This is an optimization exercise on Yosys and OpenROAD, whose aim is small area and few clock cycles per item, not a production implementation.
In this exercise RTL edits were held to simulation tests only and were not proved equivalent to the original.

==> flow/design.v <==
`timescale 1ns/1ps
package delta_pkg;
    localparam int NUM_COEFFS  = 13;      
    localparam int WINDOW_LEN  = 5;       
    localparam int HIST_FRAMES = 4;       
    localparam int RING_LEN    = HIST_FRAMES * NUM_COEFFS;
    localparam int TENTH_RECIP = 6554;    
    localparam int TENTH_SHIFT = 16;
    localparam int COEFF_W = 16;
    typedef logic signed [15:0] coeff_t;    
    typedef logic signed [18:0] num_t;      
    typedef logic signed [34:0] prod_t;     
    typedef logic signed [17:0] delta_t;    
endpackage
`timescale 1ns/1ps
module delta_datapath (
    input  logic signed [18:0] num,
    output logic signed [15:0] delta    
);
    logic signed [20:0] num3;
    logic signed [31:0] prod;
    assign num3  = 21'(num) + (21'(num) <<< 1);
    assign prod  = (32'(num3) <<< 2) + (32'(num3) <<< 6) + (32'(num3) <<< 10) + 32'(num);
    assign delta = prod[15 +: 16];
endmodule
`timescale 1ns/1ps
module delta_top (
    input  logic   clk,
    input  logic   rst,
    input  logic   in_valid,
    input  delta_pkg::coeff_t in_coeff,
    output logic   in_ready,
    output logic   out_valid,
    output delta_pkg::delta_t out_delta,
    input  logic   out_ready
);
    localparam int NC = delta_pkg::NUM_COEFFS;
    localparam int RL = delta_pkg::RING_LEN;
    localparam int CW = delta_pkg::COEFF_W;
    logic [RL*CW-1:0] ring;          
    logic [5:0]       phase;         
    logic [3:0]       coeff_idx;     
    logic [1:0]       frame_cnt;     
    logic             stall;
    logic             take;
    logic signed [15:0] c_f1, c_f3, c_f4;
    logic signed [18:0] num_d;
    logic signed [18:0] num_q;
    logic               num_valid;
    logic signed [15:0] delta_d;
    logic signed [15:0] delta_q;
    assign stall    = out_valid && !out_ready;
    assign in_ready = (phase == 6'd0) && !stall;
    assign take     = in_valid && in_ready;
    assign c_f1  = ring[12*CW +: CW];
    assign c_f3  = ring[38*CW +: CW];
    assign c_f4  = ring[51*CW +: CW];
    assign num_d = (19'(c_f1) - 19'(c_f3)) + ((19'(in_coeff) - 19'(c_f4)) <<< 1);
    delta_datapath delta_datapath_inst (
        .num   (num_q),
        .delta (delta_d)
    );
    always_ff @(posedge clk) begin
        ring[CW +: (RL-1)*CW] <= ring[0 +: (RL-1)*CW];
        ring[0 +: CW]         <= take ? in_coeff : ring[(RL-1)*CW +: CW];
        if (take && frame_cnt == 2'd0) begin
            ring[1*NC*CW +: CW] <= in_coeff;
            ring[2*NC*CW +: CW] <= in_coeff;
        end
    end
    always_ff @(posedge clk) begin
        if (rst) begin
            phase     <= '0;
            coeff_idx <= '0;
            frame_cnt <= '0;
            num_valid <= 1'b0;
            out_valid <= 1'b0;
        end else begin
            if (!take) begin
                phase <= (phase == 6'(RL-1)) ? 6'd0 : phase + 6'd1;
            end
            if (take) begin
                if (coeff_idx == 4'(NC-1)) begin
                    coeff_idx <= '0;
                    if (frame_cnt != 2'd2) frame_cnt <= frame_cnt + 2'd1;
                end else begin
                    coeff_idx <= coeff_idx + 4'd1;
                end
            end
            if (!stall) begin
                num_valid <= take && (frame_cnt == 2'd2);
                out_valid <= num_valid;
            end
        end
    end
    always_ff @(posedge clk) begin
        if (take)   num_q   <= num_d;
        if (!stall) delta_q <= delta_d;
    end
    assign out_delta = {{2{delta_q[15]}}, delta_q};
endmodule
==> flow/run.sh <==
#!/bin/bash
# synth_recipe.tcl (not shown) runs the flow's synth.tcl, then flattens the netlist and writes it again
# the make line also repeats each setting of config.mk as NAME=value (left out here)
make -C /OpenROAD-flow-scripts/flow DESIGN_CONFIG=/design/flow/config.mk WORK_HOME=/design/flow/orfs CLKGATE_MAP_FILE= SYNTH_SCRIPT=/design/flow/synth_recipe.tcl finish
==> flow/config.mk <==
export PLATFORM = sky130hd
export DESIGN_NAME = delta_top
export DESIGN_NICKNAME = delta_top
export VERILOG_FILES = /design/flow/design.v
export SDC_FILE = /design/flow/constraint.sdc
export NUM_CORES = 4
export LEC_CHECK = 0
export CAP_MARGIN = 20
export CORE_MARGIN = 2
export CORE_UTILIZATION = 40
export SLEW_MARGIN = 20
==> flow/constraint.sdc <==
create_clock -name core_clock -period 7.0 [get_ports {clk}]
set_input_delay 1.4000 -clock core_clock [delete_from_list [all_inputs] [get_ports {clk}]]
set_output_delay 1.4000 -clock core_clock [all_outputs]
set_load 0.01 [all_outputs]
==> impl_metrics.csv, run 1 <==
group,metric,value,unit
clock_tree,cts_max_level,3,
routing,drtAntennaViolNets,0,
finish,diodes,0,
outcome,status,"complete, no violations",
clock_tree,cts_resized,0,
yosys,yosysTopAreaCellShare,71.43,%
routing,routedWlPerCell,13.10,um
yosys,synthFlopType,"dfxtp_1",
routing,wl_met3,1.299,mm
sta,hold_viol_final,0,
yosys,avgSynthCellArea,14.25,um^2
worst_setup_path,reg2reg_from,"num_q[1]",
sta,setup_tns,0,ns
routing,route.layer.met1.wl,16.99,mm
die,row_count,89,
worst_setup_path,worstPathMaxFanout,6,
worst_setup_path,cp-end-kind,"flop",
global_route,first_global_vias,11250,
die,pin_count,40,
clock_tree,clk_latency,0.60,ns
finish,synthToLayoutAreaGrowth,16.85,%
sta,slew_headroom,53.96,%
global_route,grt_util_all_layers,11.69,%
sta,worst_pin_slew,0.6906,ns
routing,wl,34.16,mm
die,die_area,0.06124,mm^2
worst_setup_path,r2r_slack,1.12,ns
routing,drc,0,
job,drv_cap,0,
die,initial_utilization,40.33,%
worst_setup_path,crit_type,"flop to flop",
clock_tree,cts_buffers,80,
routing,vias_per_cell,4.223,
finish,stdcell_count,2607,
sta,setup_viol,0,
routing,dr.first_iter.drc_count,397,
placement,hpwl,22.85,mm
global_route,grt_start_max_net_pins,33,
yosys,async_flop_share,0,%
sta,skew,0.01887,ns
routing,route.vias.total,11010,
yosys,synth_seq_cells,881,
worst_setup_path,endpoint,"delta_q[15]",
die,core,0.05880,mm^2
placement,dpl.cell_count,2464,
clock_tree,post_cts_buffers,0,
worst_setup_path,r2r_end,"delta_q[15]",
clock_tree,cts_root_buf,"clkbuf_16",
sta,rsz0062_at_grt,"false",
yosys,syn_nets,1837,
clock_tree,cts_buffer_depth,3,
global_route,grt_pass1_wl,56.61,mm
sta,slew_viol_final,0,
yosys,synth-edff-count,35,
clock_tree,clock-sinks,881,
worst_setup_path,critPathRequiredTime,7.34,ns
sta,post-route-min-period,5.884,ns
finish,finalNetCount,1946,
finish,drive_gt1_share,7.634,%
hold_path,min_path_type,"flop to flop",
placement,routabilityCongestion,0.7911,
sta,fmax,0.1700,GHz
yosys,syn-cell-area,0.02371,mm^2
yosys,syn_inst,1664,
die,dieWidth,247.5,um
yosys,synth_top_area_cell,"dfxtp_1",
clock_tree,path_clk_slew,0.06,ns
finish,post-route-util,47.12,%
yosys,yosysWarnings,1,
worst_setup_path,reg2regPathDepth,22,
clock_tree,cts_tree,"done",
hold_path,hold_depth,0,
routing,wl_met2,14.96,mm
clock_tree,ctsHoldBuffers,0,
worst_setup_path,worstPathArrival,6.23,ns
worst_setup_path,critPathLaunch,"num_q[1]",
yosys,seq_area_frac_synth,75.86,%
placement,numPortBuffers,39,
global_route,grt.overflow.total,0,
finish,fillCellCount,5138,
routing,highest-signal-layer,"met4",
global_route,antenna_found_initial,0,
die,fp.dieH,247.5,um
worst_setup_path,startpoint_type,"flop",
routing,drt_first_pass_iters,5,
sta,final.period_utilization,84.05,%
yosys,ys_top_cells_by_area,"dfxtp_1, ha_1, edfxtp_1",
yosys,synth_cell_type_count,65,
==> cell type report <==
cell class	instances	area, um^2	share of cell area (%)
well taps	773	967.2	3.491
flip-flops and latches	881	17990	64.92
clock buffers	111	2272	8.201
repair buffers	42	412.9	1.490
multi-input cells	645	5196	18.75
inverters	123	461.7	1.666
clock inverters	32	409.1	1.477
==> registers in the layout, summed over array words and instances, names as in the netlist <==
register,cells
coeff_idx,4
delta_q,16
frame_cnt,2
num_q,19
num_valid,1
out_valid,1
phase,6
ring,832
==> per-layer routing <==
layer / vias to the layer above / GRT usage (%)
li1: 5620 / -
met1: 5163 / 15.73
met2: 151 / 18.17
met3: 76 / 2.909
met4: 0 / 4.526
met5: - / 0
==> worst min-delay path by stage <==
stage                   start        end  slack [ns]
floorplan            ring[84]  ring[100]        0.31
global placement    ring[595]  ring[611]        0.31
detailed placement  ring[300]  ring[316]        0.31
CTS                 ring[556]  ring[572]        0.32
global route         ring[50]   ring[66]        0.32
finish               ring[32]   ring[48]        0.32
==> cell families (layout without fill, tap and decap cells) <==
group	after synthesis	count (layout)	synth area share, %
buf+inv	138	308	2.227
xor+xnor	70	70	2.586
mux	1	1	0.04222
simple gates	229	229	4.253
compound gates	192	192	5.377
fa+ha+maj	153	153	9.656
flops	881	881	75.86
==> layout by cell type (no fill, tap or decap), drive strengths merged, types with 3 or more instances in the layout <==
cell type | Yosys | layout
nor2b | 6 | 6
o21bai | 9 | 9
nand4 | 5 | 5
fa | 50 | 50
a311oi | 4 | 4
clkdlybuf4s50 | 0 | 39
a211o | 3 | 3
a21o | 26 | 26
edfxtp | 35 | 35
clkinvlp | 0 | 5
ha | 103 | 103
o21a | 11 | 11
nand2 | 122 | 122
xnor2 | 52 | 52
inv | 123 | 130
nor3 | 8 | 8
bufinv | 0 | 6
buf | 6 | 3
a21boi | 3 | 3
and2 | 5 | 5
o21ai | 47 | 47
a31oi | 6 | 6
a211oi | 4 | 4
and3 | 9 | 9
nor2 | 44 | 44
clkbuf | 9 | 111
nand3 | 11 | 11
dfxtp | 846 | 846
clkinv | 0 | 14
or3 | 4 | 4
a21oi | 57 | 57
o31ai | 3 | 3
nand2b | 6 | 6
xor2 | 18 | 18
==> per-stage QoR <==
stage	hold WS, ns	setup slack, ns	area [um^2]
finish	0.3179	1.116	27710
global route	0.3185	0.7627	27710
CTS	0.3208	1.104	27710
detailed placement	0.3121	0.8401	25030
global placement	0.3099	0.8885	25030
floorplan	0.3096	1.615	23710
==> cells in the mapped netlist, drive strengths merged (5+ instances only) <==
cell	instances
dfxtp	846
inv	123
nand2	122
ha	103
a21oi	57
xnor2	52
fa	50
o21ai	47
nor2	44
edfxtp	35
a21o	26
xor2	18
nand3	11
o21a	11
and3	9
clkbuf	9
o21bai	9
nor3	8
a31oi	6
buf	6
nand2b	6
nor2b	6
and2	5
nand4	5
==> critical path: stages, from the launching register on <==
cell,delay [ns]
edfxtp_1,0.44
ha_1,0.24
fa_1,0.41
a21o_1,0.19
a21oi_1,0.29
o21bai_2,0.08
a31oi_1,0.37
o41a_1,0.28
o21bai_1,0.11
a21oi_2,0.24
xnor2_1,0.12
fa_1,0.50
inv_1,0.05
fa_1,0.49
inv_1,0.04
ha_1,0.35
a21o_1,0.18
a21o_1,0.20
nor3_1,0.22
a311oi_1,0.12
a2111o_1,0.44
a21oi_1,0.18
xnor2_1,0.07
Testbench counts, summed over its fixed seeds: cycles 5,008, deltas 4,784.
==> inputs of run 2 (changes only) <==
--- a/flow/config.mk
+++ b/flow/config.mk
@@ -7,5 +7,9 @@
 export LEC_CHECK = 0
 export CAP_MARGIN = 20
 export CORE_MARGIN = 2
-export CORE_UTILIZATION = 40
+export CORE_UTILIZATION = 65
+export CTS_BUF_LIST = sky130_fd_sc_hd__clkbuf_8
+export CTS_CLUSTER_DIAMETER = 50
+export CTS_CLUSTER_SIZE = 16
+export PLACE_DENSITY = 0.75
 export SLEW_MARGIN = 20
==> run 2 against run 1 <==
  * Still clean
  * Worst hold slack better by 0.0050 ns
  * Sequential cell count unchanged
  * Maximum frequency down 1.1%
  * First-iteration DRC count fell by 5.0%
  * Critical path type unchanged
  * Highest routed layer unchanged
==> impl_metrics.csv, run 2 <==
group,metric,value,unit
routing,wl,34.38,mm
sta,worst_pin_slew,0.8669,ns
placement,post-place-ws,0.8006,ns
die,fp.dieH,195.0,um
finish,diodes,0,
yosys,seq_area_frac_synth,75.86,%
placement,numPortBuffers,39,
worst_setup_path,critPathRequiredTime,7.38,ns
die,dieWidth,195.0,um
finish,largest_reg_flops,832,
die,row_count,69,
sta,post-route-min-period,5.948,ns
sta,skew,0.02785,ns
finish,post-route-util,72.18,%
routing,route.vias.total,10990,
die,pin_count,40,
clock_tree,clock-sinks,881,
routing,routedWlPerCell,15.33,um
sta,rsz0062_at_grt,"false",
placement,routabilityCongestion,0.8533,
sta,final.period_utilization,84.97,%
yosys,yosysWarnings,1,
sta,hold_ws,0.3229,ns
worst_setup_path,startpoint_type,"flop",
placement,hpwl,23.36,mm
finish,finalNetCount,1934,
finish,largestRegisters,"ring x832, num_q x19, delta_q x16",
yosys,syn_nets,1837,
yosys,synth_seq_cells,881,
global_route,grt_start_max_net_pins,57,
yosys,synth_cell_type_count,65,
routing,drt_first_pass_iters,4,
clock_tree,cts_root_buf,"clkbuf_8",
finish,synthToLayoutAreaGrowth,8.796,%
routing,drtAntennaViolNets,0,
worst_setup_path,r2r_slack,1.05,ns
clock_tree,cts_resized,0,
sta,hold_viol_final,0,
clock_tree,ctsHoldBuffers,0,
die,die_area,0.03802,mm^2
finish,largest-register,"ring",
yosys,synth.most_common_cell,"dfxtp_1",
yosys,async_flop_share,0,%
routing,dr.first_iter.drc_count,377,
die,core,0.03574,mm^2
clock_tree,post_cts_buffers,0,
sta,setup_tns,0,ns
sta,slew_headroom,42.00,%
clock_tree,clk_latency,0.64,ns
yosys,ys_top_cells_by_area,"dfxtp_1, ha_1, edfxtp_1",
sta,timing.final.ws_setup,1.052,ns
yosys,yosys-top-cells-count,"dfxtp_1, nand2_1, inv_1",
clock_tree,cts_buffer_depth,3,
finish,most-common-layout-cells,"dfxtp_1, inv_1, nand2_1, ha_1, clkbuf_8",
job,drv_cap,0,
sta,slew_viol_final,0,
worst_setup_path,worstPathMaxFanout,6,
worst_setup_path,cp-end-kind,"flop",
clock_tree,cts_tree,"done",
yosys,avgSynthCellArea,14.25,um^2
outcome,status,"complete, no violations",
sta,fmax,0.1681,GHz
global_route,grt.overflow.total,0,
die,initial_utilization,66.34,%
global_route,grt_pass1_wl,55.56,mm
clock_tree,path_clk_slew,0.10,ns
routing,drc,0,
finish,final_common_cell,"dfxtp_1",
finish,drive_gt1_share,5.727,%
clock_tree,cts_buffers,69,
yosys,synth_top_area_cell,"dfxtp_1",
yosys,syn_inst,1664,
global_route,grt_util_all_layers,18.72,%
global_route,antenna_found_initial,0,
yosys,synth-edff-count,35,
worst_setup_path,worstPathArrival,6.32,ns
placement,dpl.cell_count,2151,
hold_path,min_path_type,"flop to flop",
yosys,synthFlopType,"dfxtp_1",
sta,setup_viol,0,
clock_tree,cts_max_level,3,
global_route,first_global_vias,11080,
finish,stdcell_count,2242,
worst_setup_path,crit_type,"flop to flop",
yosys,syn-cell-area,0.02371,mm^2
yosys,yosysTopAreaCellShare,71.43,%
routing,vias_per_cell,4.901,
## run 2: cell counts after synthesis
No cell type changed its count.
## run 2: kinds of logic after synthesis
family	count (synthesis)	share of synthesized area, %
multiplexers	1	0.04222
buffers and inverters	138	2.227
XOR/XNOR	70	2.586
adder cells (fa/ha/maj)	153	9.656
AO/OA/AOI/OAI	192	5.377
AND/OR/NAND/NOR	229	4.253
flip-flops	881	75.86
## run 2: final timing paths
path / from / cells past startpoint / to
max: num_q[1] / 22 / delta_q[15]
min: ring[476] / 0 / ring[492]
max reg2reg: num_q[1] / 22 / delta_q[15]
min reg2reg: ring[476] / 0 / ring[492]
## run 2: final cells by class
type	count	area, um^2
clock buffers	70	963.4
multi-input cells	645	5199
inverters	123	461.7
flip-flops and latches	881	17990
well taps	461	576.8
fillers	2359	9945
clock inverters	21	203.9
repair buffers	41	405.4
## run 2: metal layers
metal	share of wire, %	up-vias	GRT usage [%]
met5	0	-	0
met4	2.5	0	6.757
met3	3.1	67	3.869
met2	47	155	30.74
met1	47	5224	24.88
li1	-	5542	-
## run 2: critical path: stages, from the launching register on
cell,delay [ns]
edfxtp_1,0.46
ha_1,0.25
fa_1,0.40
a21o_1,0.19
a21oi_1,0.32
o21bai_2,0.08
a31oi_1,0.42
o41a_1,0.26
o21bai_1,0.09
a21oi_2,0.23
xnor2_1,0.12
fa_1,0.51
inv_1,0.05
fa_1,0.50
inv_1,0.04
ha_1,0.35
a21o_1,0.20
a21o_1,0.20
nor3_1,0.20
a311oi_1,0.13
a2111o_1,0.44
a21oi_1,0.18
xnor2_1,0.08
## run 2: through the flow
stage	instance area, um^2
2_1_floorplan	23710
3_3_place_gp	24630
3_5_place_dp	24630
4_1_cts	25800
5_1_grt	25800
6_report	25800
==> inputs of run 3 (changes only) <==
--- a/flow/config.mk
+++ b/flow/config.mk
@@ -7,9 +7,9 @@
 export LEC_CHECK = 0
 export CAP_MARGIN = 20
 export CORE_MARGIN = 2
-export CORE_UTILIZATION = 65
+export CORE_UTILIZATION = 80
 export CTS_BUF_LIST = sky130_fd_sc_hd__clkbuf_8
 export CTS_CLUSTER_DIAMETER = 50
 export CTS_CLUSTER_SIZE = 16
-export PLACE_DENSITY = 0.75
+export PLACE_DENSITY = 0.9
 export SLEW_MARGIN = 20
==> run 3 against run 2 <==
  * Still clean on timing, DRC and antenna
  * Via count grew 12%
  * Sequential cell count stayed put
  * Critical path depth decreased by 2
  * First-iteration DRC count rose to 2.9 times the previous value
  * Worst hold slack got worse by 0.015 ns
  * Count of clock-buffer cells in the layout stayed put
  * Worst setup slack lost 0.23 ns
  * Synthesized area did not move
  * Wire length grew 46%
  * Utilization rose by 15 points
  * Die area down 18%
  * Largest cell class unchanged
==> impl_metrics.csv, run 3 <==
group,metric,value,unit
outcome,status,"complete, no violations",
yosys,yosysWarnings,1,
yosys,yosys-top-cells-count,"dfxtp_1, nand2_1, inv_1",
placement,routabilityCongestion,0.8658,
sta,slew_headroom,34.08,%
sta,rsz0062_at_grt,"false",
global_route,grt_util_all_layers,33.48,%
yosys,syn_inst,1664,
worst_setup_path,path_depth,20,
worst_setup_path,crit_type,"primary input to flop",
finish,diodes,0,
yosys,avgSynthCellArea,14.25,um^2
sta,post-route-min-period,6.177,ns
routing,drt_first_pass_iters,6,
sta,slew_viol_final,0,
finish,drive_gt1_share,5.459,%
sta,timing.final.ws_setup,0.8229,ns
sta,skew,0.04387,ns
routing,dr.first_iter.drc_count,1099,
sta,final.period_utilization,88.24,%
finish,most-common-layout-cells,"dfxtp_1, inv_1, nand2_1, ha_1, clkbuf_8",
worst_setup_path,crit_path_frequent_cell,"o21ai_1",
routing,wl_met3,2.735,mm
routing,highest-signal-layer,"met5",
sta,setup_tns,0,ns
finish,final_common_cell,"dfxtp_1",
finish,synthToLayoutAreaGrowth,8.221,%
finish,post-route-util,87.28,%
yosys,syn_nets,1837,
sta,fmax,0.1619,GHz
finish,largest-register,"ring",
routing,wl_met2,25.29,mm
die,row_count,63,
finish,largest_reg_flops,832,
hold_path,min_path_type,"flop to flop",
die,pin_count,40,
routing,drtAntennaViolNets,0,
clock_tree,cts_max_level,3,
die,die_area,0.03103,mm^2
hold_path,hold_depth,0,
global_route,grt_pass1_wl,76.63,mm
routing,vias_per_cell,5.688,
yosys,synth-edff-count,35,
clock_tree,cts_root_buf,"clkbuf_8",
worst_setup_path,reg2regPathDepth,22,
worst_setup_path,cp-end-kind,"flop",
clock_tree,post_cts_buffers,0,
worst_setup_path,cp_cell_sequence,"clkdlybuf4s50_1 -> inv_1 -> ha_1 -> fa_1 -> nor2b_1 -> o21ai_1 -> a21boi_1 -> o21ai_1 -> nand2b_1 -> a21o_1 -> a21oi_1 -> xnor2_1 -> fa_1 -> ha_1 -> and3_1 -> o221ai_1 -> a31oi_1 -> o21ai_1 -> o21ai_1 -> xor2_1",
global_route,grt.overflow.total,0,
routing,wl,50.29,mm
finish,largestRegisters,"ring x832, num_q x19, delta_q x16",
placement,numPortBuffers,39,
job,drv_cap,0,
die,initial_utilization,80.65,%
clock_tree,path_clk_slew,0.12,ns
yosys,async_flop_share,0,%
placement,hpwl,30.63,mm
global_route,antenna_found_initial,3,
placement,post-place-ws,0.5774,ns
clock_tree,clock-sinks,881,
yosys,synthFlopType,"dfxtp_1",
routing,route.layer.met1.wl,18.99,mm
worst_setup_path,worstPathArrival,6.66,ns
finish,stdcell_count,2167,
clock_tree,cts_buffer_depth,3,
yosys,yosysTopAreaCellShare,71.43,%
global_route,grt_start_max_net_pins,56,
die,dieWidth,176.2,um
sta,setup_viol,0,
finish,finalNetCount,1933,
global_route,first_global_vias,13550,
routing,routedWlPerCell,23.21,um
worst_setup_path,critPathRequiredTime,7.48,ns
sta,hold_viol_final,0,
clock_tree,cts_tree,"done",
worst_setup_path,critPathSlowestCell,"a31oi_1",
sta,worst_pin_slew,0.9852,ns
clock_tree,cts_resized,0,
finish,stdcell_area,0.02566,mm^2
placement,dpl.cell_count,2080,
yosys,seq_area_frac_synth,75.86,%
yosys,syn-cell-area,0.02371,mm^2
clock_tree,clk_latency,0.64,ns
clock_tree,ctsHoldBuffers,0,
clock_tree,cts_buffers,68,
worst_setup_path,worst-path-buf-inv,2,
routing,route.vias.total,12330,
yosys,synth_cell_type_count,65,
worst_setup_path,critPathMaxStageDelay,0.55,ns
placement,place_area,0.02454,mm^2
worst_setup_path,startpoint_type,"primary input",
worst_setup_path,path_delay_family,"compound AO/OA/AOI/OAI gates",
worst_setup_path,worstPathMaxFanout,4,
yosys,synth.most_common_cell,"dfxtp_1",
die,fp.dieH,176.2,um
yosys,synth_top_area_cell,"dfxtp_1",
yosys,ys_top_cells_by_area,"dfxtp_1, ha_1, edfxtp_1",
die,core,0.02940,mm^2
yosys,synth_seq_cells,881,
routing,drc,0,
==> run 3: worst paths after layout <==
| path | from | slack, ns | to |
|---|---|---|---|
| max | in_coeff[0] | 0.82 | num_q[17] |
| min | ring[48] | 0.31 | ring[64] |
| max reg2reg | num_q[1] | 0.95 | delta_q[15] |
| min reg2reg | ring[48] | 0.31 | ring[64] |
==> run 3: final cells by class <==
| type | instances | area, um^2 |
|---|---|---|
| clock buffer | 70 | 963.4 |
| clock inverter | 17 | 156.4 |
| fill | 1065 | 3741 |
| inverter | 123 | 461.7 |
| multi-input combinational | 645 | 5199 |
| sequential | 881 | 17990 |
| tap | 390 | 488.0 |
| timing repair buffer | 41 | 405.4 |
==> run 3: worst reg2reg max path, stage by stage, from the launching register on <==
cell	delay [ns]
edfxtp_1	0.48
ha_1	0.26
fa_1	0.43
a21o_1	0.21
a21oi_1	0.35
o21bai_2	0.10
a31oi_1	0.39
o41a_1	0.27
o21bai_1	0.10
a21oi_2	0.23
xnor2_1	0.12
fa_1	0.51
inv_1	0.05
fa_1	0.50
inv_1	0.04
ha_1	0.35
a21o_1	0.18
a21o_1	0.20
nor3_1	0.19
a311oi_1	0.12
a2111o_1	0.44
a21oi_1	0.19
xnor2_1	0.08
==> run 3: layer usage <==
layer | track usage (%) | vias to the layer above
li1 | - | 5538
met2 | 58.68 | 570
met4 | 19.25 | 4
met3 | 6.395 | 233
met1 | 38.56 | 5980
met5 | 0 | -
==> run 3: cells by family (layout without fill, tap and decap cells) <==
group,Yosys count,in the layout,share of synthesized area (%)
muxes,1,1,0.04222
AOI/OAI and AO/OA,192,192,5.377
buffers and inverters,138,251,2.227
DFF,881,881,75.86
adders and majority gates,153,153,9.656
xor gates and xnor gates,70,70,2.586
and+or+nand+nor,229,229,4.253
==> run 3: metrics by stage <==
step	hold WS [ns]
5_1_grt	0.3202
3_3_place_gp	0.3096
2_1_floorplan	0.3096
6_report	0.3080
4_1_cts	0.3130
3_5_place_dp	0.3121
==> inputs of run 4 (changes only) <==
==> flow/config.mk (replaced) <==
export PLATFORM = sky130hd
export DESIGN_NAME = delta_top
export DESIGN_NICKNAME = delta_top
export VERILOG_FILES = /design/flow/design.v
export SDC_FILE = /design/flow/constraint.sdc
export NUM_CORES = 4
export LEC_CHECK = 0
export CAP_MARGIN = 20
export CORE_MARGIN = 2
export CORE_UTILIZATION = 65
export CTS_BUF_LIST = sky130_fd_sc_hd__clkbuf_8 sky130_fd_sc_hd__clkbuf_16
export CTS_CLUSTER_DIAMETER = 60
export CTS_CLUSTER_SIZE = 20
export PLACE_DENSITY = 0.75
export SLEW_MARGIN = 20
==> run 4 against run 3 <==
  * First-iteration DRC count down 67%
  * Final area up 1.9%
  * Die area increased by 23%
  * Utilization is 14 points lower
  * Synthesized area unchanged
  * Cell count rose by 2.4%
  * Still clean
  * Count of clock-buffer cells in the layout is 15 lower
==> impl_metrics.csv, run 4 <==
group,metric,value,unit
outcome,status,"complete, no violations",
worst_setup_path,r2r_end,"delta_q[15]",
yosys,synth_seq_cells,881,
yosys,yosysWarnings,1,
die,fp.dieH,195.0,um
sta,skew,0.04046,ns
yosys,synth.most_common_cell,"dfxtp_1",
finish,most-common-layout-cells,"dfxtp_1, inv_1, nand2_1, ha_1, a21oi_1",
worst_setup_path,critPathSlowestCell,"fa_1",
finish,multi_input_area,0.005199,mm^2
hold_path,min_path_type,"flop to flop",
worst_setup_path,r2r_slack,1.02,ns
sta,post-route-min-period,5.981,ns
die,initial_utilization,66.34,%
yosys,avgSynthCellArea,14.25,um^2
yosys,syn_nets,1837,
worst_setup_path,reg2reg_from,"num_q[1]",
yosys,yosysTopAreaCellShare,71.43,%
global_route,grt_util_all_layers,19.77,%
routing,vias_per_cell,4.959,
routing,wl,36.17,mm
routing,drt_first_pass_iters,4,
yosys,yosys-top-cells-count,"dfxtp_1, nand2_1, inv_1",
worst_setup_path,reg2regPathDepth,22,
global_route,antenna_found_initial,0,
job,drv_cap,0,
routing,route.vias.total,11010,
clock_tree,cts_tree,"done",
die,dieWidth,195.0,um
yosys,synth_cell_type_count,65,
sta,final.period_utilization,85.45,%
clock_tree,clk_latency,0.62,ns
worst_setup_path,crit_type,"flop to flop",
finish,fillCellCount,2263,
yosys,synth_top_area_cell,"dfxtp_1",
routing,routedWlPerCell,16.29,um
routing,dr.first_iter.drc_count,365,
placement,hpwl,23.36,mm
clock_tree,cts_max_level,2,
sta,slew_headroom,41.27,%
placement,numPortBuffers,39,
die,die_area,0.03802,mm^2
finish,drive_gt1_share,4.551,%
clock_tree,cts_buffer_depth,3,
sta,fmax,0.1672,GHz
worst_setup_path,worstPathArrival,6.33,ns
global_route,first_global_vias,11390,
finish,finalNetCount,1918,
placement,place_area,0.02463,mm^2
global_route,grt_pass1_wl,58.36,mm
worst_setup_path,critPathRequiredTime,7.35,ns
yosys,seq_area_frac_synth,75.86,%
sta,hold_viol_final,0,
clock_tree,path_clk_slew,0.08,ns
global_route,grt_start_max_net_pins,57,
yosys,syn_inst,1664,
yosys,synth-edff-count,35,
clock_tree,ctsHoldBuffers,0,
finish,synthToLayoutAreaGrowth,10.31,%
worst_setup_path,startpoint_type,"flop",
placement,routabilityCongestion,0.8533,
finish,register_area,0.01799,mm^2
global_route,grt.overflow.total,0,
worst_setup_path,endpoint,"delta_q[15]",
finish,largest-register,"ring",
finish,final_common_cell,"dfxtp_1",
yosys,synthFlopType,"dfxtp_1",
yosys,syn-cell-area,0.02371,mm^2
clock_tree,post_cts_buffers,0,
sta,setup_tns,0,ns
worst_setup_path,cp-end-kind,"flop",
finish,largest_reg_flops,832,
finish,stdcell_area,0.02616,mm^2
die,core,0.03574,mm^2
worst_setup_path,critPathMaxStageDelay,0.51,ns
worst_setup_path,cp_cell_sequence,"ha_1 -> fa_1 -> a21o_1 -> a21oi_1 -> o21bai_2 -> a31oi_1 -> o41a_1 -> o21bai_1 -> a21oi_2 -> xnor2_1 -> fa_1 -> inv_1 -> fa_1 -> inv_1 -> ha_1 -> a21o_1 -> a21o_1 -> nor3_1 -> a311oi_1 -> a2111o_1 -> a21oi_1 -> xnor2_1",
routing,drc,0,
sta,setup_viol,0,
worst_setup_path,critPathLaunch,"num_q[1]",
clock_tree,clock-sinks,881,
routing,drtAntennaViolNets,0,
sta,worst_pin_slew,0.8778,ns
finish,largestRegisters,"ring x832, num_q x19, delta_q x16",
yosys,async_flop_share,0,%
yosys,ys_top_cells_by_area,"dfxtp_1, ha_1, edfxtp_1",
die,row_count,69,
clock_tree,cts_resized,0,
clock_tree,cts_buffers,53,
sta,slew_viol_final,0,
clock_tree,cts_root_buf,"clkbuf_16",
die,pin_count,40,
worst_setup_path,worstPathMaxFanout,6,
sta,rsz0062_at_grt,"false",
==> run 4: cell counts after synthesis <==
No cell type changed its count.
==> run 4: stage by stage <==
stage	setup WS [ns]	std cells	utilization [%]	hold slack [ns]
final	1.019	2220	73.18	0.3083
after detailed placement	0.8006	2151	68.91	0.3121
after floorplan	1.615	1664	-	0.3096
after CTS	1.095	2219	73.17	0.3142
after global placement	0.9341	2151	68.91	0.3100
after global routing	0.7480	2219	73.17	0.3144
==> run 4: layer usage <==
layer  share of wire [%]  GRT usage [%]  vias to the layer above
met5                   0              0                        -
met1                  45          25.55                     5280
met3                 3.4          3.282                       62
li1                    -              -                     5518
met2                  49          34.11                      150
met4                 2.4          6.672                        0
==> run 4: cell families after synthesis <==
logic type / count (synthesis) / synth area share, %
flip-flops: 881 / 75.86
AND/OR/NAND/NOR: 229 / 4.253
AO/OA/AOI/OAI: 192 / 5.377
adder cells (fa/ha/maj): 153 / 9.656
buffers and inverters: 138 / 2.227
XOR/XNOR: 70 / 2.586
multiplexers: 1 / 0.04222
==> run 4: critical path, delay by kind of cell (launching register included) <==
kind	cells	cell delay (ns)
flip-flops	1	0.45
buffers and inverters	2	0.09
AND/OR/NAND/NOR	1	0.22
XOR/XNOR	2	0.20
adder cells (fa/ha/maj)	5	2.01
AO/OA/AOI/OAI	12	2.76
==> run 4: worst min-delay path by stage <==
stage,start,end,slack (ns),depth (start not counted)
floorplan,ring[84],ring[100],0.31,0
global placement,ring[777],ring[793],0.31,0
detailed placement,ring[76],ring[92],0.31,0
finish,ring[134],ring[150],0.31,0
global route,ring[134],ring[150],0.31,0
CTS,ring[134],ring[150],0.31,0
==> run 4: cell type report <==
cell class / count / share of cell area, %
Sequential cell: 881 / 68.77
Multi-Input combinational cell: 645 / 19.88
Clock buffer: 55 / 5.176
Tap cell: 461 / 2.205
Inverter: 123 / 1.765
Timing Repair Buffer: 41 / 1.550
Clock inverter: 13 / 0.6458
Antenna cell: 1 / 0.009568
==> inputs of run 5 (changes only) <==
--- a/flow/design.v
+++ b/flow/design.v
@@ -55,7 +55,11 @@
     assign c_f1  = ring[12*CW +: CW];
     assign c_f3  = ring[38*CW +: CW];
     assign c_f4  = ring[51*CW +: CW];
-    assign num_d = (19'(c_f1) - 19'(c_f3)) + ((19'(in_coeff) - 19'(c_f4)) <<< 1);
+    assign num_d = 19'({~in_coeff[15], in_coeff[14:0]}) * 19'd2
+                 + 19'({~c_f1[15], c_f1[14:0]})
+                 + 19'({c_f3[15], ~c_f3[14:0]})
+                 + 19'({c_f4[15], ~c_f4[14:0]}) * 19'd2
+                 + 19'd327683;
     delta_datapath delta_datapath_inst (
         .num   (num_q),
         .delta (delta_d)
--- a/flow/config.mk
+++ b/flow/config.mk
@@ -8,8 +8,8 @@
 export CAP_MARGIN = 20
 export CORE_MARGIN = 2
 export CORE_UTILIZATION = 65
-export CTS_BUF_LIST = sky130_fd_sc_hd__clkbuf_8 sky130_fd_sc_hd__clkbuf_16
-export CTS_CLUSTER_DIAMETER = 60
-export CTS_CLUSTER_SIZE = 20
+export CTS_BUF_LIST = sky130_fd_sc_hd__clkbuf_8
+export CTS_CLUSTER_DIAMETER = 50
+export CTS_CLUSTER_SIZE = 16
 export PLACE_DENSITY = 0.75
 export SLEW_MARGIN = 20
==> run 5 against run 4 <==
  * Cell count down 2.6%
  * Sequential share of layout area up 2.2 points
  * First-iteration DRC count is 1.9% higher
  * Sequential cell count unchanged
  * Critical path depth is 1 lower
  * Synthesized area down 1.9%
  * Utilization down 1.6 points
  * Global-route usage fell by 2.3 points
==> impl_metrics.csv, run 5 <==
group,metric,value,unit
yosys,synthFlopType,"dfxtp_1",
sta,hold_viol_final,0,
worst_setup_path,crit_path_frequent_cell,"fa_1",
yosys,ys_top_cells_by_area,"dfxtp_1, fa_1, ha_1",
die,pin_count,40,
yosys,avgSynthCellArea,14.67,um^2
worst_setup_path,endpoint,"delta_q[15]",
clock_tree,cts_tree,"done",
global_route,antenna_found_initial,0,
clock_tree,cts_root_buf,"clkbuf_8",
hold_path,min_path_type,"flop to flop",
clock_tree,clock-sinks,881,
yosys,synth.most_common_cell,"dfxtp_1",
yosys,yosys-top-cells-count,"dfxtp_1, inv_1, ha_1",
finish,largest-register,"ring",
worst_setup_path,r2r_slack,1.14,ns
die,core,0.03540,mm^2
die,dieWidth,193.2,um
worst_setup_path,critPathLaunch,"num_q[1]",
sta,setup_viol,0,
finish,largestRegisters,"ring x832, num_q x19, delta_q x16",
global_route,grt_start_max_net_pins,38,
clock_tree,ctsHoldBuffers,0,
sta,rsz0062_at_grt,"false",
routing,drc,0,
sta,worst_pin_slew,0.6764,ns
placement,post-place-ws,1.177,ns
die,fp.dieH,193.2,um
finish,final_common_cell,"dfxtp_1",
sta,fmax,0.1708,GHz
outcome,status,"complete, no violations",
yosys,yosysWarnings,1,
routing,drt_first_pass_iters,4,
yosys,async_flop_share,0,%
sta,skew,0.02048,ns
finish,most-common-layout-cells,"dfxtp_1, inv_1, ha_1, nand2_1, clkbuf_8",
routing,routedWlPerCell,14.27,um
yosys,syn_nets,1759,
global_route,grt_pass1_wl,50.46,mm
clock_tree,post_cts_buffers,0,
worst_setup_path,worstPathArrival,6.23,ns
worst_setup_path,cp-end-kind,"flop",
sta,timing.final.ws_setup,1.145,ns
sta,slew_viol_final,0,
finish,finalNetCount,1859,
yosys,yosysTopAreaCellShare,72.81,%
placement,hpwl,20.20,mm
yosys,synth_seq_cells,881,
worst_setup_path,worstPathMaxFanout,5,
die,die_area,0.03731,mm^2
worst_setup_path,startpoint_type,"flop",
global_route,grt.overflow.total,0,
sta,post-route-min-period,5.855,ns
worst_setup_path,critPathMaxStageDelay,0.51,ns
worst_setup_path,reg2regPathDepth,21,
worst_setup_path,critPathSlowestCell,"or4b_4",
finish,register_area,0.01799,mm^2
yosys,syn-cell-area,0.02326,mm^2
worst_setup_path,crit_type,"flop to flop",
sta,setup_tns,0,ns
worst_setup_path,cp_cell_sequence,"ha_1 -> fa_1 -> a21o_1 -> a21oi_2 -> o21bai_1 -> a21o_1 -> a21oi_4 -> o21ai_2 -> or4b_4 -> a31oi_4 -> xnor2_1 -> fa_1 -> inv_1 -> fa_1 -> inv_1 -> ha_1 -> or3_1 -> o221a_4 -> a311o_1 -> a31oi_1 -> xnor2_1",
finish,synthToLayoutAreaGrowth,8.881,%
routing,dr.first_iter.drc_count,372,
yosys,synth-edff-count,35,
routing,drtAntennaViolNets,0,
yosys,synth_top_area_cell,"dfxtp_1",
clock_tree,path_clk_slew,0.10,ns
sta,final.period_utilization,83.65,%
job,drv_cap,0,
routing,vias_per_cell,4.741,
worst_setup_path,r2r_end,"delta_q[15]",
routing,wl,30.87,mm
placement,routabilityCongestion,0.7976,
yosys,seq_area_frac_synth,77.33,%
global_route,first_global_vias,10510,
yosys,synth_cell_type_count,59,
finish,drive_gt1_share,5.817,%
clock_tree,cts_max_level,3,
sta,hold_ws,0.3213,ns
clock_tree,clk_latency,0.62,ns
die,row_count,69,
clock_tree,cts_buffers,67,
finish,fillCellCount,2314,
yosys,syn_inst,1586,
global_route,grt_util_all_layers,17.49,%
worst_setup_path,reg2reg_from,"num_q[1]",
finish,diodes,0,
routing,route.vias.total,10250,
finish,multi_input_area,0.004632,mm^2
die,initial_utilization,65.72,%
clock_tree,cts_resized,0,
worst_setup_path,critPathRequiredTime,7.37,ns
placement,numPortBuffers,39,
finish,largest_reg_flops,832,
sta,slew_headroom,54.90,%
clock_tree,cts_buffer_depth,3,
## run 5: cell types whose count changed in the layout (fill, tap and decap cells not counted), sizes merged, moves of 12 or more
cell    before  now
inv        132  166
clkbuf      55   70
xnor2       52   40
nand2      122   87
a21oi       57   43
## run 5: final cells by class
type	count	share of cell area, %
Clock buffer	70	3.804
Clock inverter	15	0.6373
Inverter	158	2.342
Multi-Input combinational cell	536	18.29
Sequential cell	881	71.02
Tap cell	461	2.277
Timing Repair Buffer	42	1.630
## run 5: worst max-delay path: cells and delay by family (launching register included)
| family | cells | cell delay (ns) |
|---|---|---|
| AOI/OAI and AO/OA | 10 | 2.11 |
| adders and majority gates | 5 | 1.88 |
| and+or+nand+nor | 2 | 0.88 |
| DFF | 1 | 0.45 |
| xor gates and xnor gates | 2 | 0.21 |
| buffers and inverters | 2 | 0.09 |
## run 5: metal layers
metal,share of wire [%],global-route usage (%),vias to the layer above
met3,3.3,3.928,71
met4,2.3,6.031,0
met1,49,24.02,4840
met2,45,27.75,145
met5,0,0,-
li1,-,-,5198
## run 5: how the worst min path moves through the flow
stage	startpoint	end	slack [ns]	cells past startpoint
floorplan	ring[84]	ring[100]	0.31	0
global placement	ring[169]	ring[185]	0.31	0
detailed placement	ring[385]	ring[401]	0.31	0
CTS	ring[309]	ring[325]	0.31	0
global route	ring[357]	ring[373]	0.32	0
finish	ring[564]	ring[580]	0.32	0
## run 5: kinds of logic (layout without fill, tap and decap cells)
family | after synthesis | count (layout) | synth area share (%)
and+or+nand+nor | 176 | 176 | 3.319
DFF | 881 | 881 | 77.33
xor gates and xnor gates | 55 | 55 | 2.071
adders and majority gates | 153 | 153 | 10.17
buffers and inverters | 169 | 285 | 2.759
AOI/OAI and AO/OA | 151 | 151 | 4.314
muxes | 1 | 1 | 0.04303
## run 5: through the flow
| stage | utilization, % | cell area [um^2] | instances |
|---|---|---|---|
| final | 71.55 | 25330 | 2163 |
| after global routing | 71.55 | 25330 | 2163 |
| after CTS | 71.55 | 25330 | 2163 |
| after detailed placement | 68.37 | 24200 | 2078 |
| after global placement | 68.37 | 24200 | 2078 |
| after floorplan | - | 23260 | 1586 |
Testbench counts of run 5, summed over its fixed seeds: cycles 5,008, deltas 4,784.
==> inputs of run 6 (changes only) <==
==> flow/flow/run.sh (new file) <==
#!/bin/bash
# The standard layout (the standard.sh, standard synthesis unchanged) with
# three make variables changed:
#  - port buffers use buf_2 instead of the cell buffer_ports picks by itself
#  - the clock tree is built without dummy loads
#  - power recovery after global routing (downsizes cells that have slack)
set -euo pipefail
bash standard.sh \
  BUFFER_PORTS_ARGS="-buffer_cell sky130_fd_sc_hd__buf_2" \
  CTS_ARGS="-sink_clustering_enable -repair_clock_nets -sink_clustering_size 16 -sink_clustering_max_diameter 50 -buf_list sky130_fd_sc_hd__clkbuf_8 -dont_use_dummy_load" \
  RECOVER_POWER=100 \
  finish > standard.log 2>&1
==> flow/standard.sh (new file) <==
#!/bin/bash
# synth_recipe.tcl (not shown) runs the flow's synth.tcl, then flattens the netlist and writes it again
# the make line also repeats each setting of config.mk as NAME=value (left out here)
make -C /OpenROAD-flow-scripts/flow DESIGN_CONFIG=/design/flow/config.mk WORK_HOME=/design/flow/orfs CLKGATE_MAP_FILE= SYNTH_SCRIPT=/design/flow/synth_recipe.tcl "${@:-finish}"
removed: flow/run.sh
==> run 6 against run 5 <==
  * Critical endpoint unchanged
  * The layout now fails its checks (capacitance limit, slew limit)
  * Sequential share of layout area is 1.4 points higher
  * Maximum frequency is 2.3% lower
  * Worst setup slack worse by 0.14 ns
==> impl_metrics.csv, run 6 <==
group,metric,value,unit
sta,final.period_utilization,85.66,%
global_route,grt_pass1_wl,49.96,mm
sta,worst_pin_slew,1.833,ns
placement,hpwl,20.04,mm
clock_tree,ctsHoldBuffers,0,
outcome,check.faults,"capacitance limit, slew limit",
hold_path,min_path_type,"flop to flop",
sta,post-route-min-period,5.996,ns
clock_tree,cts_buffers,67,
sta,skew,0.07144,ns
placement,numPortBuffers,39,
yosys,avgSynthCellArea,14.67,um^2
worst_setup_path,startpoint_type,"flop",
die,dieWidth,193.2,um
job,drv_cap,2,
finish,most-common-layout-cells,"dfxtp_1, inv_1, ha_1, nand2_1, clkbuf_8",
finish,largest_reg_flops,832,
routing,wl,30.43,mm
finish,drive_gt1_share,5.344,%
worst_setup_path,worstPathMaxFanout,5,
routing,drc,0,
sta,slew_viol_final,70,
yosys,syn-cell-area,0.02326,mm^2
routing,route.vias.total,10130,
routing,routedWlPerCell,14.18,um
finish,diodes,0,
yosys,seq_area_frac_synth,77.33,%
die,row_count,69,
finish,fillCellCount,2394,
yosys,synthFlopType,"dfxtp_1",
yosys,syn_nets,1759,
clock_tree,clk_latency,0.64,ns
die,fp.dieH,193.2,um
sta,setup_viol,0,
clock_tree,cts_root_buf,"clkbuf_8",
yosys,synth_seq_cells,881,
sta,hold_viol_final,0,
clock_tree,cts_tree,"done",
yosys,synth_cell_type_count,59,
sta,slew_headroom,-22.21,%
finish,register_area,0.01799,mm^2
outcome,status,"failed layout checks",
sta,rsz0062_at_grt,"false",
finish,synthToLayoutAreaGrowth,6.847,%
yosys,ys_top_cells_by_area,"dfxtp_1, fa_1, ha_1",
routing,dr.first_iter.drc_count,370,
finish,multi_input_area,0.004597,mm^2
die,pin_count,40,
yosys,synth-edff-count,35,
clock_tree,cts_max_level,3,
finish,largestRegisters,"ring x832, num_q x19, delta_q x16",
worst_setup_path,cp_cell_sequence,"ha_1 -> fa_1 -> a21o_1 -> a21oi_1 -> o21bai_1 -> a21o_1 -> a21oi_4 -> inv_1 -> a21oi_1 -> xnor2_1 -> inv_1 -> fa_1 -> fa_1 -> inv_1 -> ha_1 -> a21o_1 -> a21oi_1 -> o21ai_0 -> o2bb2ai_1 -> o221a_4 -> a311o_1 -> a31oi_1 -> xnor2_1",
die,die_area,0.03731,mm^2
worst_setup_path,critPathRequiredTime,7.33,ns
finish,largest-register,"ring",
yosys,async_flop_share,0,%
clock_tree,cts_resized,0,
worst_setup_path,crit_type,"flop to flop",
yosys,yosysTopAreaCellShare,72.81,%
clock_tree,path_clk_slew,0.09,ns
clock_tree,clock-sinks,881,
global_route,grt.overflow.total,0,
clock_tree,cts_buffer_depth,3,
die,initial_utilization,65.72,%
routing,drtAntennaViolNets,0,
yosys,synth.most_common_cell,"dfxtp_1",
yosys,synth_top_area_cell,"dfxtp_1",
worst_setup_path,worstPathArrival,6.32,ns
die,core,0.03540,mm^2
placement,routabilityCongestion,0.7948,
sta,fmax,0.1668,GHz
worst_setup_path,critPathSlowestCell,"fa_1",
global_route,antenna_found_initial,0,
global_route,grt_util_all_layers,17.36,%
routing,vias_per_cell,4.720,
yosys,yosysWarnings,1,
worst_setup_path,critPathMaxStageDelay,0.51,ns
finish,final_common_cell,"dfxtp_1",
global_route,grt_start_max_net_pins,38,
yosys,yosys-top-cells-count,"dfxtp_1, inv_1, ha_1",
finish,finalNetCount,1859,
finish,post-route-util,70.22,%
yosys,syn_inst,1586,
routing,drt_first_pass_iters,5,
sta,setup_tns,0,ns
worst_setup_path,cp-end-kind,"flop",
clock_tree,post_cts_buffers,0,
global_route,first_global_vias,10350,
-- run 6: changes by cell type in the layout (fill, tap and decap cells not counted), moves of 3 or more --
cell / before / now
buf_2: 0 / 16
clkinvlp_4: 4 / 0
clkbuf_8: 70 / 67
clkdlybuf4s50_1: 39 / 0
inv_1: 161 / 158
buf_4: 3 / 0
clkbuf_1: 0 / 26
o21ai_0: 47 / 50
-- run 6: final cells by class --
type	count	area share, %
Timing Repair Buffer	42	0.7149
Clock buffer	67	3.710
Inverter	158	2.386
Sequential cell	881	72.37
Multi-Input combinational cell	536	18.50
Tap cell	461	2.321
-- run 6: through the flow --
stage	hold slack, ns	area (um^2)	instances	setup slack, ns
after global routing	0.2727	24850	2145	0.5068
after CTS	0.2715	24930	2145	1.147
after global placement	0.3102	24010	2078	1.300
after floorplan	0.3096	23260	1586	1.472
final	0.2707	24850	2145	1.004
after detailed placement	0.3121	24010	2078	1.189
-- run 6: worst paths after layout --
check / startpoint / endpoint / slack (ns) / cells past startpoint
setup / recovery: num_q[1] / delta_q[15] / 1.00 / 23
hold reg to reg: ring[425] / ring[441] / 0.27 / 0
hold / removal: ring[425] / ring[441] / 0.27 / 0
setup reg to reg: num_q[1] / delta_q[15] / 1.00 / 23
-- run 6: cells by family after synthesis --
family	after synthesis	synth area share, %
AOI/OAI and AO/OA	151	4.314
adders and majority gates	153	10.17
buffers and inverters	169	2.759
and+or+nand+nor	176	3.319
muxes	1	0.04303
DFF	881	77.33
xor gates and xnor gates	55	2.071
-- run 6: per-layer routing --
layer | wire length (um) | vias up | global-route usage (%) | part of all wire, %
met5 | 0 | - | 0 | 0
met4 | 554 | 0 | 5.915 | 1.8
met3 | 1148 | 48 | 3.964 | 3.8
met2 | 13740 | 130 | 27.45 | 45
met1 | 14990 | 4777 | 23.90 | 49
li1 | - | 5170 | - | -
-- run 6: critical path, delay by kind of cell (launching register included) --
family | cells | cell delay (ns)
XOR/XNOR | 2 | 0.34
flip-flops | 1 | 0.45
adder cells (fa/ha/maj) | 5 | 1.99
AO/OA/AOI/OAI | 13 | 2.71
buffers and inverters | 3 | 0.23
==> inputs of run 7 (changes only) <==
==> flow/flow/run.sh (replaced) <==
#!/bin/bash
# The standard layout (the standard.sh, standard synthesis unchanged) with
# three make variables changed:
#  - port buffers use buf_1 instead of the cell buffer_ports picks by itself
#  - the clock tree is built without dummy loads

set -euo pipefail
bash standard.sh \
  BUFFER_PORTS_ARGS="-buffer_cell sky130_fd_sc_hd__buf_1" \
  CTS_ARGS="-sink_clustering_enable -repair_clock_nets -sink_clustering_size 16 -sink_clustering_max_diameter 50 -buf_list sky130_fd_sc_hd__clkbuf_8 -dont_use_dummy_load" \
  finish > standard.log 2>&1
==> run 7 against run 6 <==
  * Now clean on timing, DRC and antenna
  * Wire length up 0.13%
  * Final area about the same
  * Largest cell class unchanged
  * Count of clock-buffer cells in the layout down 1
  * Sequential share of layout area about the same
  * Critical endpoint unchanged
  * Utilization about the same
  * Register-to-register slack better by 0.18 ns
==> impl_metrics.csv, run 7 <==
group,metric,value,unit
sta,post-route-min-period,5.816,ns
die,initial_utilization,65.72,%
global_route,grt_pass1_wl,50.46,mm
die,dieWidth,193.2,um
yosys,synth_cell_type_count,59,
worst_setup_path,worstPathMaxFanout,5,
yosys,yosys-top-cells-count,"dfxtp_1, inv_1, ha_1",
sta,setup_viol,0,
sta,slew_viol_final,0,
routing,vias_per_cell,4.718,
clock_tree,cts_root_buf,"clkbuf_8",
finish,final_common_cell,"dfxtp_1",
yosys,synth.most_common_cell,"dfxtp_1",
yosys,syn-cell-area,0.02326,mm^2
worst_setup_path,critPathMaxStageDelay,0.51,ns
sta,slew_headroom,57.20,%
clock_tree,cts_buffer_depth,3,
hold_path,min-delay-start,"ring[153]",
yosys,synthFlopType,"dfxtp_1",
worst_setup_path,worstPathArrival,6.16,ns
finish,largestRegisters,"ring x832, num_q x19, delta_q x16",
yosys,seq_area_frac_synth,77.33,%
global_route,antenna_found_initial,1,
clock_tree,cts_tree,"done",
worst_setup_path,crit_path_frequent_cell,"fa_1",
hold_path,min_to,"ring[169]",
job,drv_cap,0,
finish,drive_gt1_share,4.991,%
placement,hpwl,20.13,mm
routing,wl_met2,13.68,mm
worst_setup_path,reg2reg_from,"num_q[1]",
worst_setup_path,reg2regPathDepth,21,
worst_setup_path,r2r_end,"delta_q[15]",
hold_path,hold_depth,0,
finish,most-common-layout-cells,"dfxtp_1, inv_1, ha_1, nand2_1, clkbuf_8",
finish,largest-register,"ring",
yosys,synth_seq_cells,881,
routing,highest-signal-layer,"met4",
worst_setup_path,critPathSlowestCell,"fa_1",
routing,drtAntennaViolNets,0,
clock_tree,cts_buffers,66,
worst_setup_path,cp_cell_sequence,"ha_1 -> fa_1 -> a21o_1 -> a21oi_2 -> o21bai_1 -> a21o_1 -> a21oi_4 -> o21ai_2 -> or4b_4 -> a31oi_4 -> xnor2_1 -> fa_1 -> inv_1 -> fa_1 -> inv_1 -> ha_1 -> or3_1 -> o221a_4 -> a311o_1 -> a31oi_1 -> xnor2_1",
sta,rsz0062_at_grt,"false",
global_route,grt.overflow.total,0,
placement,numPortBuffers,39,
clock_tree,clk_latency,0.63,ns
yosys,ys_top_cells_by_area,"dfxtp_1, fa_1, ha_1",
finish,largest_reg_flops,832,
die,core,0.03540,mm^2
yosys,yosysWarnings,1,
global_route,grt_util_all_layers,17.51,%
sta,setup_tns,0,ns
finish,synthToLayoutAreaGrowth,6.912,%
routing,wl_met3,1.021,mm
worst_setup_path,startpoint_type,"flop",
finish,multi_input_area,0.004632,mm^2
worst_setup_path,crit_type,"flop to flop",
finish,finalNetCount,1858,
clock_tree,clock-sinks,881,
clock_tree,ctsHoldBuffers,0,
routing,drc,0,
clock_tree,post_cts_buffers,0,
yosys,syn_nets,1759,
worst_setup_path,r2r_slack,1.18,ns
sta,fmax,0.1719,GHz
die,fp.dieH,193.2,um
global_route,first_global_vias,10410,
die,pin_count,40,
sta,skew,0.04738,ns
outcome,status,"complete, no violations",
routing,route.vias.total,10120,
yosys,syn_inst,1586,
die,die_area,0.03731,mm^2
worst_setup_path,cp-end-kind,"flop",
sta,final.period_utilization,83.09,%
clock_tree,path_clk_slew,0.09,ns
yosys,synth_top_area_cell,"dfxtp_1",
worst_setup_path,critPathRequiredTime,7.35,ns
finish,register_area,0.01799,mm^2
routing,routedWlPerCell,14.20,um
routing,dr.first_iter.drc_count,408,
global_route,grt_start_max_net_pins,38,
routing,wl,30.47,mm
hold_path,min_path_type,"flop to flop",
yosys,yosysTopAreaCellShare,72.81,%
die,row_count,69,
sta,worst_pin_slew,0.6413,ns
routing,drt_first_pass_iters,4,
sta,hold_ws,0.2976,ns
yosys,async_flop_share,0,%
routing,route.layer.met1.wl,15.13,mm
yosys,avgSynthCellArea,14.67,um^2
placement,routabilityCongestion,0.8201,
yosys,synth-edff-count,35,
clock_tree,cts_max_level,3,
sta,hold_viol_final,0,
clock_tree,cts_resized,0,
finish,fillCellCount,2392,
## run 7: cell count changes in the layout (fill, tap and decap cells not counted), moves of 3 or more
cell	previous run	this run
clkbuf_1	26	0
o21ai_0	50	47
buf_1	0	39
buf_2	16	0
buf_4	0	3
## run 7: layer usage
layer	track usage (%)	vias to the layer above
met1	24.22	4779
met4	6.964	0
met2	27.39	121
li1	-	5173
met3	3.584	47
met5	0	-
## run 7: kinds of logic (layout without fill, tap and decap cells)
| family | Yosys count | in the layout | share of synthesized area (%) |
|---|---|---|---|
| xor gates and xnor gates | 55 | 55 | 2.071 |
| adders and majority gates | 153 | 153 | 10.17 |
| AOI/OAI and AO/OA | 151 | 151 | 4.314 |
| and+or+nand+nor | 176 | 176 | 3.319 |
| muxes | 1 | 1 | 0.04303 |
| DFF | 881 | 881 | 77.33 |
| other | 0 | 1 | 0 |
| buffers and inverters | 169 | 266 | 2.759 |
## run 7: how the worst max path moves through the flow
stage | from | to | slack [ns] | cells after the start
after detailed placement | num_q[1] | delta_q[15] | 1.18 | 21
after CTS | num_q[1] | delta_q[15] | 1.18 | 21
after global routing | num_q[1] | delta_q[15] | 0.90 | 21
final | num_q[1] | delta_q[15] | 1.18 | 21
after floorplan | num_q[1] | delta_q[15] | 1.47 | 21
after global placement | num_q[1] | delta_q[15] | 1.30 | 21
## run 7: per-stage QoR
stage	area (um^2)	util (%)	setup slack, ns	std cells
4_1_cts	24870	70.25	1.180	2144
2_1_floorplan	23260	-	1.472	1586
6_report	24870	70.26	1.184	2145
3_5_place_dp	23960	67.68	1.181	2078
3_3_place_gp	23960	67.68	1.300	2078
5_1_grt	24870	70.26	0.8993	2145
## run 7: critical path: cells and delay by family (launching register included)
family	cells	cell delay (ns)
AO/OA/AOI/OAI	10	2.05
buffers and inverters	2	0.09
AND/OR/NAND/NOR	2	0.87
flip-flops	1	0.47
adder cells (fa/ha/maj)	5	1.87
XOR/XNOR	2	0.21
## run 7: layout make-up
| type | count | area share, % |
|---|---|---|
| diodes | 1 | 0.01006 |
| clock buffers | 66 | 3.653 |
| inverters | 158 | 2.385 |
| multi-input cells | 536 | 18.63 |
| flip-flops and latches | 881 | 72.33 |
| well taps | 461 | 2.319 |
| repair buffers | 42 | 0.6792 |
==> inputs of run 8 (changes only) <==
--- a/flow/design.v
+++ b/flow/design.v
@@ -22,6 +22,31 @@
     assign num3  = 21'(num) + (21'(num) <<< 1);
     assign prod  = (32'(num3) <<< 2) + (32'(num3) <<< 6) + (32'(num3) <<< 10) + 32'(num);
     assign delta = prod[15 +: 16];
+endmodule
+module delta_num (
+    input  logic [15:0] c0,
+    input  logic [15:0] c1,
+    input  logic [15:0] c3n,
+    input  logic [15:0] c4n,
+    output logic [18:0] num
+);
+    localparam int LO = 8;    
+    logic [18:0] x, y, z, w, s1, k1, s2, k2;
+    logic [LO:0] cy;
+    assign x = {2'b0, c0, 1'b1};        
+    assign y = {3'b0, c1};
+    assign z = {3'b0, c3n};
+    assign w = {2'b0, c4n, 1'b1};       
+    assign s1 = x ^ y ^ z;
+    assign k1 = {((x & y) | (x & z) | (y & z)), 1'b0};
+    assign s2 = s1 ^ k1 ^ w;
+    assign k2 = {((s1 & k1) | (s1 & w) | (k1 & w)), 1'b0};
+    assign cy[0] = 1'b1;
+    for (genvar i = 0; i < LO; i++) begin : g_lo
+        assign num[i]  = s2[i] ^ k2[i] ^ cy[i];
+        assign cy[i+1] = (s2[i] & k2[i]) | (s2[i] & cy[i]) | (k2[i] & cy[i]);
+    end
+    assign num[18:LO] = s2[18:LO] + k2[18:LO] + (19'd327680 >> LO) + (19-LO)'(cy[LO]);
 endmodule
 `timescale 1ns/1ps
 module delta_top (
@@ -55,11 +80,13 @@
     assign c_f1  = ring[12*CW +: CW];
     assign c_f3  = ring[38*CW +: CW];
     assign c_f4  = ring[51*CW +: CW];
-    assign num_d = 19'({~in_coeff[15], in_coeff[14:0]}) * 19'd2
-                 + 19'({~c_f1[15], c_f1[14:0]})
-                 + 19'({c_f3[15], ~c_f3[14:0]})
-                 + 19'({c_f4[15], ~c_f4[14:0]}) * 19'd2
-                 + 19'd327683;
+    delta_num delta_num_inst (
+        .c0  ({~in_coeff[15], in_coeff[14:0]}),
+        .c1  ({~c_f1[15], c_f1[14:0]}),
+        .c3n ({c_f3[15], ~c_f3[14:0]}),
+        .c4n ({c_f4[15], ~c_f4[14:0]}),
+        .num (num_d)
+    );
     delta_datapath delta_datapath_inst (
         .num   (num_q),
         .delta (delta_d)
==> flow/flow/run.sh (replaced) <==
#!/bin/bash
# The standard layout (the standard.sh, standard synthesis unchanged) with
# two make variables changed:
#  - port buffers use buf_1 instead of the cell buffer_ports picks by itself
#  - the clock tree is built without dummy loads
set -euo pipefail
bash standard.sh \
  BUFFER_PORTS_ARGS="-buffer_cell sky130_fd_sc_hd__buf_1" \
  CTS_ARGS="-sink_clustering_enable -repair_clock_nets -sink_clustering_size 18 -sink_clustering_max_diameter 55 -buf_list sky130_fd_sc_hd__clkbuf_8 -dont_use_dummy_load" \
  finish > standard.log 2>&1
==> run 8 against run 7 <==
  * Synthesized area down 0.89%
  * Critical path depth is 4 higher
  * Die area is 0.87% lower
  * Utilization is 0.53 points higher
  * Sequential cell count is the same
  * Critical path type is now primary input to flop
  * Highest routed layer unchanged
==> impl_metrics.csv, run 8 <==
group,metric,value,unit
die,fp.dieH,192.3,um
global_route,grt.overflow.total,0,
sta,worst_pin_slew,1.061,ns
global_route,first_global_vias,10020,
yosys,syn-cell-area,0.02305,mm^2
clock_tree,cts_tree,"done",
clock_tree,clock-sinks,881,
sta,skew,0.08914,ns
placement,hpwl,20.51,mm
finish,finalNetCount,1804,
yosys,yosys-top-cells-count,"dfxtp_1, inv_1, nand2_1",
die,dieWidth,192.3,um
die,pin_count,40,
yosys,ys_top_cells_by_area,"dfxtp_1, fa_1, edfxtp_1",
worst_setup_path,cp-end-kind,"flop",
worst_setup_path,worst-path-buf-inv,6,
yosys,synth.most_common_cell,"dfxtp_1",
worst_setup_path,crit_path_frequent_cell,"fa_1",
sta,final.period_utilization,94.79,%
sta,fmax,0.1507,GHz
sta,slew_viol_final,0,
yosys,syn_nets,1711,
yosys,synth_cell_type_count,50,
placement,numPortBuffers,39,
yosys,yosysTopAreaCellShare,73.47,%
clock_tree,cts_buffer_depth,3,
clock_tree,clk_latency,0.66,ns
die,initial_utilization,66.41,%
die,row_count,68,
yosys,avgSynthCellArea,15.03,um^2
finish,post-route-util,70.79,%
clock_tree,cts_root_buf,"clkbuf_8",
global_route,grt_start_max_net_pins,52,
yosys,yosysWarnings,1,
finish,largest_reg_flops,832,
outcome,status,"complete, no violations",
finish,final_common_cell,"dfxtp_1",
routing,dr.first_iter.drc_count,342,
global_route,use_met1,24.51,%
global_route,grt_util_all_layers,17.29,%
worst_setup_path,crit_type,"primary input to flop",
die,core,0.03471,mm^2
yosys,syn_inst,1534,
finish,drive_gt1_share,4.369,%
sta,rsz0062_at_grt,"false",
finish,largestRegisters,"ring x832, num_q x19, delta_q x16",
routing,drtAntennaViolNets,0,
sta,post-route-min-period,6.635,ns
clock_tree,cts_max_level,2,
global_route,top_usage_layer,"met2",
sta,hold_viol_final,0,
worst_setup_path,path_delay_family,"adder cells",
worst_setup_path,critPathRequiredTime,7.37,ns
worst_setup_path,worstPathMaxFanout,2,
worst_setup_path,critPathMaxStageDelay,0.57,ns
routing,route.vias.total,9854,
routing,drt_first_pass_iters,4,
yosys,synthFlopType,"dfxtp_1",
sta,setup_tns,0,ns
sta,slew_headroom,29.10,%
routing,routedWlPerCell,14.55,um
job,drv_cap,0,
global_route,use_met3,3.819,%
finish,synthToLayoutAreaGrowth,6.589,%
global_route,grt.met2_usage,26.90,%
yosys,synth_top_area_cell,"dfxtp_1",
worst_setup_path,critPathSlowestCell,"fa_1",
yosys,synth_seq_cells,881,
hold_path,min_path_type,"flop to flop",
run 8: cell count changes after synthesis, sizes merged, moves of 5 or more:
cell   change
a21oi     -10
fa        +16
ha        -12
inv       -33
nand3      +7
nor2b      -5
xnor2     -14
xor2       +5
run 8: kinds of logic (layout without fill, tap and decap cells):
| family | after synthesis | in the layout | share of synthesized area (%) |
|---|---|---|---|
| XOR/XNOR | 46 | 46 | 1.748 |
| adder cells (fa/ha/maj) | 157 | 157 | 11.00 |
| other | 0 | 1 | 0 |
| buffers and inverters | 142 | 233 | 2.345 |
| flip-flops | 881 | 881 | 78.02 |
| multiplexers | 1 | 1 | 0.04342 |
| AO/OA/AOI/OAI | 135 | 135 | 3.647 |
| AND/OR/NAND/NOR | 172 | 172 | 3.197 |
run 8: cell type report:
cell class | instances | area, um^2
Antenna cell | 1 | 2.502
Tap cell | 455 | 569.3
Fill cell | 2287 | 10140
Inverter | 126 | 473.0
Multi-Input combinational cell | 511 | 4526
Sequential cell | 881 | 17990
Timing Repair Buffer | 50 | 230.2
Clock buffer | 57 | 784.5
run 8: routing by layer:
metal,part of all wire [%],vias up
li1,-,4991
met1,50,4673
met2,44,128
met3,3.9,62
met4,2.5,0
met5,0,-
run 8: final timing paths:
path / start / endpoint / slack, ns / depth (start not counted)
max reg2reg: num_q[0] / delta_q[14] / 0.74 / 21
min: ring[88] / ring[104] / 0.26 / 0
max: in_coeff[0] / num_q[17] / 0.36 / 25
min reg2reg: ring[88] / ring[104] / 0.26 / 0
run 8: repair_timing:
action                                  CTS  global route
endpoints found under the setup margin    0             2
setup buffers                             0             0
gates resized for setup                   0             1
run 8: metrics by stage:
stage | instance area [um^2] | cells | hold WS (ns) | setup slack [ns]
2_1_floorplan | 23050 | 1534 | 0.3096 | 0.2335
3_3_place_gp | 23780 | 2023 | 0.3095 | -0.2943
3_5_place_dp | 23780 | 2023 | 0.3121 | -0.3881
4_1_cts | 24570 | 2080 | 0.2531 | 0.3094
5_1_grt | 24570 | 2081 | 0.2481 | 0.09108
6_report | 24570 | 2081 | 0.2577 | 0.3649
Testbench counts of run 8, summed over its fixed seeds: cycles 5,008, deltas 4,784.

==> static timing again, ports no longer ideal <==
Ports are ideal in the flow. The routed layouts listed here were re-timed in OpenROAD. Step 1: set_driving_cell puts a clkbuf_16 on clk and a buf_2 on each other input, an assumption about the parent block. Step 2, shift: input delay + t, output delay - t, t = (earliest + latest rising clock arrival at the registers) / 2. This alone moves slack from input paths to output paths. Three values: ideal, step 1, step 2; two values: the first two.
run	t (ns)	setup slack, ns	hold slack, ns	cell pins on the clock port's net
run 1	0.648	1.116 / 1.116 / 0.808	0.318 / 0.318 / 0.318	1
run 2	0.669	1.052 / 1.052 / 0.735	0.323 / 0.323 / 0.323	1
run 3	0.675	0.823 / 0.845 / 0.169	0.308 / 0.308 / 0.308	1
run 4	0.649	1.019 / 1.019 / 0.714	0.308 / 0.308 / 0.308	1
run 5	0.655	1.145 / 1.145 / 1.145	0.321 / 0.321 / 0.321	1
run 6	0.641	1.004 / 1.004 / 0.397	0.271 / 0.271 / 0.271	1
run 7	0.651	1.184 / 1.184 / 1.184	0.298 / 0.298 / 0.298	1
run 8	0.659	0.365 / 0.386 / -0.273	0.258 / 0.258 / 0.258	1
Met with ideal ports but missed after step 2: setup timing in run 8. For run 3, which loses most, drivers alone change the setup slack by +0.022 ns; drivers and shift together by -0.654 ns.
